Background: an optimization exercise with open tools, aiming at small area and a short achievable clock period. Do not read the settings as production practice. Only simulation tests tie the RTL to the original design; equivalence was not proved. Power and IR drop assume default switching activity.

==> module ex_thread, before the edit <==
module ex_thread (
	input  logic        clk,
	input  logic        rst,
	input  logic        issue,
	input  logic        dec_valid,
	input  logic [31:0] dec_pc,
	input  logic [31:0] dec_ins,
	input  logic [31:0] dec_op1,
	input  logic [31:0] dec_op2,
	output logic        wb_wen,
	output logic [4:0]  wb_rd,
	output logic [31:0] wb_data,
	output logic        jump_en,
	output logic [31:0] jump_addr
);
	localparam logic [2:0] K_NONE = 3'd0, K_ADD = 3'd1, K_SUB = 3'd2, K_XOR = 3'd3,
		K_OR = 3'd4, K_AND = 3'd5, K_BEQ = 3'd6, K_BNE = 3'd7;
	logic [2:0]       h;
	logic [2:0]       q_v;
	logic [2:0][2:0]  q_k;
	logic [2:0][31:0] q_pc;
	logic [2:0][4:0]  q_rd;   
	logic [2:0][6:0]  q_f7;   
	logic [2:0][4:0]  q_rs1;
	logic [2:0][4:0]  q_rs2;
	logic [2:0][31:0] q_a;
	logic [2:0][31:0] q_b;
	logic        r_wen, r_jen, r_cin;
	logic [4:0]  r_rd;
	logic [31:0] r_p, r_g;
	logic [31:0] r_val;  
	pg_add i_add (
		.p   (r_p),
		.g   (r_g),
		.cin (r_cin),
		.s   (r_val)
	);
	assign wb_wen    = r_wen;
	assign wb_rd     = r_rd;
	assign wb_data   = r_val;
	assign jump_en   = r_jen;
	assign jump_addr = r_val;
	logic [2:0]  in_k;
	logic [31:0] in_a, in_b;
	logic [6:0]  opc;
	logic [2:0]  f3;
	logic [6:0]  f7;
	assign opc = dec_ins[6:0];
	assign f3  = dec_ins[14:12];
	assign f7  = dec_ins[31:25];
	always_comb begin
		in_k = K_NONE;
		if (opc == 7'b0110011 && dec_ins[11:7] != 5'd0) begin
			case ({f7, f3})
				{7'h00, 3'b000}: in_k = K_ADD;
				{7'h20, 3'b000}: in_k = K_SUB;
				{7'h00, 3'b100}: in_k = K_XOR;
				{7'h00, 3'b110}: in_k = K_OR;
				{7'h00, 3'b111}: in_k = K_AND;
				default:         in_k = K_NONE;
			endcase
		end else if (opc == 7'b1100011) begin
			if (f3 == 3'b000) in_k = K_BEQ;
			else if (f3 == 3'b001) in_k = K_BNE;
		end
	end
	assign in_a = (r_wen && dec_ins[19:15] == r_rd) ? r_val : dec_op1;
	assign in_b = (r_wen && dec_ins[24:20] == r_rd) ? r_val : dec_op2;
	logic [2:0] m_a, m_b;
	always_comb begin
		for (int i = 0; i < 3; i++) begin
			m_a[i] = r_wen && q_rs1[i] == r_rd;
			m_b[i] = r_wen && q_rs2[i] == r_rd;
		end
	end
	logic        empty;
	logic        e_v;
	logic [2:0]  e_k;
	logic [31:0] e_pc, e_a, e_b;
	logic [4:0]  e_rd;
	logic [6:0]  e_f7;
	logic [2:0]  hk;
	logic [31:0] hpc, ha, hb;
	logic [4:0]  hrd;
	logic [6:0]  hf7;
	logic        hma, hmb;
	always_comb begin
		hk = '0; hpc = '0; hrd = '0; hf7 = '0; ha = '0; hb = '0; hma = 1'b0; hmb = 1'b0;
		for (int i = 0; i < 3; i++) begin
			hk  = hk  | ({3{h[i]}}  & q_k[i]);
			hpc = hpc | ({32{h[i]}} & q_pc[i]);
			hrd = hrd | ({5{h[i]}}  & q_rd[i]);
			hf7 = hf7 | ({7{h[i]}}  & q_f7[i]);
			ha  = ha  | ({32{h[i]}} & q_a[i]);
			hb  = hb  | ({32{h[i]}} & q_b[i]);
			hma = hma | (h[i] & m_a[i]);
			hmb = hmb | (h[i] & m_b[i]);
		end
		empty = q_v == 3'b000;
		if (!empty) begin
			e_k  = hk;
			e_pc = hpc;
			e_rd = hrd;
			e_f7 = hf7;
			e_a  = hma ? r_val : ha;
			e_b  = hmb ? r_val : hb;
		end else begin
			e_k  = in_k;
			e_pc = dec_pc;
			e_rd = dec_ins[11:7];
			e_f7 = f7;
			e_a  = in_a;
			e_b  = in_b;
		end
		e_v = (!empty || dec_valid) && !r_jen;  
	end
	logic [31:0] bx, x, imm;
	logic        is_br, sub, is_as, eq;
	always_comb begin
		sub   = e_k == K_SUB;
		is_as = e_k == K_ADD || e_k == K_SUB;
		is_br = e_k[2] && e_k[1];
		bx    = e_b ^ {32{sub}};
		x     = e_a ^ bx;
		eq    = x == 32'd0;  
		imm   = {{20{e_f7[6]}}, e_rd[0], e_f7[5:0], e_rd[4:1], 1'b0};
	end
	always_ff @(posedge clk) begin
		r_wen <= rst && issue && e_v && e_k != K_NONE && !is_br;
		r_jen <= rst && issue && e_v && is_br && (eq ^ e_k[0]);
		r_cin <= sub;
		r_rd  <= e_rd;
		case (e_k)
			K_OR:         r_p <= e_a | e_b;
			K_AND:        r_p <= e_a & e_b;
			K_BEQ, K_BNE: r_p <= e_pc ^ imm;
			default:      r_p <= x;
		endcase
		r_g <= is_br ? (e_pc & imm) : ({32{is_as}} & e_a & bx);
	end
	logic       dup, shift, store, flush;
	logic [2:0] s_v, h_n, tail;
	always_comb begin
		dup = 1'b0;
		for (int i = 0; i < 3; i++) begin
			if (q_v[i] && q_pc[i] == dec_pc) dup = 1'b1;
		end
		shift = issue && !empty;
		s_v   = shift ? (q_v & ~h) : q_v;         
		h_n   = shift ? {h[1:0], h[2]} : h;
		for (int i = 0; i < 3; i++) begin
			tail[i] = (s_v == 3'b000) ? h_n[i] : (!s_v[i] && s_v[(i+2)%3]);
		end
		store = dec_valid && !dup && !(issue && empty);
		flush = !rst || r_jen;
	end
	always_ff @(posedge clk) begin
		h   <= !rst ? 3'b001 : h_n;
		q_v <= flush ? 3'b000 : (s_v | ({3{store}} & tail));
	end
	for (genvar i = 0; i < 3; i++) begin : g_entry
		logic ld, fa, fb, ha_, hb_;
		assign ld  = !s_v[i];
		assign fa  = s_v[i] && m_a[i];
		assign fb  = s_v[i] && m_b[i];
		assign ha_ = s_v[i] && !m_a[i];
		assign hb_ = s_v[i] && !m_b[i];
		always_ff @(posedge clk) begin
			if (ld) begin
				q_k[i]   <= in_k;
				q_pc[i]  <= dec_pc;
				q_rd[i]  <= dec_ins[11:7];
				q_f7[i]  <= f7;
				q_rs1[i] <= dec_ins[19:15];
				q_rs2[i] <= dec_ins[24:20];
			end
			q_a[i] <= ({32{ld}} & in_a) | ({32{fa}} & r_val) | ({32{ha_}} & q_a[i]);
			q_b[i] <= ({32{ld}} & in_b) | ({32{fb}} & r_val) | ({32{hb_}} & q_b[i]);
		end
	end
endmodule
==> module pg_add, before the edit <==
module pg_add (
	input  logic [31:0] p,
	input  logic [31:0] g,
	input  logic        cin,
	output logic [31:0] s
);
	always_comb begin
		logic [31:0] gg, pp;
		gg = g;
		pp = p;
		gg[0] = g[0] | (p[0] & cin);
		for (int d = 1; d < 32; d = d * 2) begin
			for (int i = 31; i >= d; i--) begin
				gg[i] = gg[i] | (pp[i] & gg[i-d]);
				pp[i] = pp[i] & pp[i-d];
			end
		end
		s = p ^ {gg[30:0], cin};
	end
endmodule
==> flow/config.mk <==
export PLATFORM = sky130hd
export DESIGN_NAME = ex_stage_top
export DESIGN_NICKNAME = ex_stage_top
export VERILOG_FILES = /design/flow/design.v
export SDC_FILE = /design/flow/constraint.sdc
export NUM_CORES = 4
export LEC_CHECK = 0
export CAP_MARGIN = 35
export CORE_MARGIN = 2
export CORE_UTILIZATION = 30
export PLACE_DENSITY = 0.45
export SETUP_SLACK_MARGIN = 0.4
export SLEW_MARGIN = 35
export SYNTH_HIERARCHICAL = 1
==> flow/constraint.sdc <==
create_clock -name core_clock -period 12.0 [get_ports {clk}]
set_input_delay 2.4000 -clock core_clock [delete_from_list [all_inputs] [get_ports {clk}]]
set_output_delay 2.4000 -clock core_clock [all_outputs]
set_load 0.01 [all_outputs]
standard.sh (not shown) runs the stock make flow with config.mk's settings and CLKGATE_MAP_FILE= SYNTH_SCRIPT=/design/flow/synth_recipe.tcl, a recipe that flattens the netlist after the stock synthesis.
==> flow/flow/run.sh <==
#!/bin/bash
# Standard synthesis, then the standard flow's own layout with two changes: port buffers
# of a plain buffer cell (not the slow delay buffer buffer_ports picks by
# itself), and timing repair aimed at a tighter setup margin.
set -euo pipefail
bash standard.sh synth > synth.log 2>&1
bash standard.sh finish SETUP_SLACK_MARGIN=6.5 "BUFFER_PORTS_ARGS=-buffer_cell sky130_fd_sc_hd__buf_2" > layout.log 2>&1
Change:
--- a/flow/design.v
+++ b/flow/design.v
@@ -63,20 +63,19 @@
 	logic [2:0][4:0]  q_rd;   
 	logic [2:0][6:0]  q_f7;   
 	logic [2:0][4:0]  q_rs1;
 	logic [2:0][4:0]  q_rs2;
 	logic [2:0][31:0] q_a;
 	logic [2:0][31:0] q_b;
-	logic        r_wen, r_jen, r_cin;
+	logic        r_wen, r_jen;
 	logic [4:0]  r_rd;
 	logic [31:0] r_p, r_g;
 	logic [31:0] r_val;  
 	pg_add i_add (
 		.p   (r_p),
 		.g   (r_g),
-		.cin (r_cin),
 		.s   (r_val)
 	);
 	assign wb_wen    = r_wen;
 	assign wb_rd     = r_rd;
 	assign wb_data   = r_val;
 	assign jump_en   = r_jen;
@@ -166,21 +165,20 @@
 		eq    = x == 32'd0;  
 		imm   = {{20{e_f7[6]}}, e_rd[0], e_f7[5:0], e_rd[4:1], 1'b0};
 	end
 	always_ff @(posedge clk) begin
 		r_wen <= rst && issue && e_v && e_k != K_NONE && !is_br;
 		r_jen <= rst && issue && e_v && is_br && (eq ^ e_k[0]);
-		r_cin <= sub;
 		r_rd  <= e_rd;
 		case (e_k)
 			K_OR:         r_p <= e_a | e_b;
 			K_AND:        r_p <= e_a & e_b;
 			K_BEQ, K_BNE: r_p <= e_pc ^ imm;
-			default:      r_p <= x;
+			default:      r_p <= {x[31:1], x[0] ^ sub};  
 		endcase
-		r_g <= is_br ? (e_pc & imm) : ({32{is_as}} & e_a & bx);
+		r_g <= is_br ? (e_pc & imm) : ({32{is_as}} & {e_a[31:1] & bx[31:1], (e_a[0] & bx[0]) | (x[0] & sub)});
 	end
 	logic       dup, shift, store, flush;
 	logic [2:0] s_v, h_n, tail;
 	always_comb begin
 		dup = 1'b0;
 		for (int i = 0; i < 3; i++) begin
@@ -220,23 +218,21 @@
 		end
 	end
 endmodule
 module pg_add (
 	input  logic [31:0] p,
 	input  logic [31:0] g,
-	input  logic        cin,
 	output logic [31:0] s
 );
 	always_comb begin
 		logic [31:0] gg, pp;
 		gg = g;
 		pp = p;
-		gg[0] = g[0] | (p[0] & cin);
 		for (int d = 1; d < 32; d = d * 2) begin
 			for (int i = 31; i >= d; i--) begin
 				gg[i] = gg[i] | (pp[i] & gg[i-d]);
 				pp[i] = pp[i] & pp[i-d];
 			end
 		end
-		s = p ^ {gg[30:0], cin};
+		s = p ^ {gg[30:0], 1'b0};
 	end
 endmodule
What happened: Register-to-register slack loses 0.06 ns; worst setup slack gains 0.31 ns; first-iteration DRC count went up by about 9%; final area went down by 1.3%; fmax went up by 5.4%; synthesized cell count went down by about 3.7%; routed wire length is about the same; sequential share of layout area went up by 0.51 points; clock-buffer cell count went down by 3; via count went down by 2.6%; final cell count went down by about 3.7%; area after synthesis went down by about 1.3%; total power went up by 6.6%; clock power went down by about 2%.

==> what the ideal ports hide <==
No port has a modelled driver above. Below, the same layouts with a new extraction and two added sets of constraints.
Step 1: set_driving_cell puts a clkbuf_16 on clk and a buf_2 on each other input, an assumption about the parent block.
Step 2 adds t to the input delays and takes it off the output delays; t is the mean of the earliest and latest rising clock arrival at the registers after step 1. Input paths then give back, and output paths get back, about the clock's delay inside the block.
a / b / c = ideal ports / drivers / drivers and shift; a / b = the first two.
| run | shift t [ns] | setup WS [ns] | worst slew at a driven data input, ns |
|---|---|---|---|
| the first run | 0.978 | 5.872 / 5.774 / 5.705 | 0.37 |
| the second run | 0.997 | 6.184 / 6.065 / 5.350 | 0.30 |
After both steps setup and hold are still met in every run listed. For the second run, which loses most, drivers alone change the setup slack by -0.119 ns; drivers and shift together by -0.834 ns.
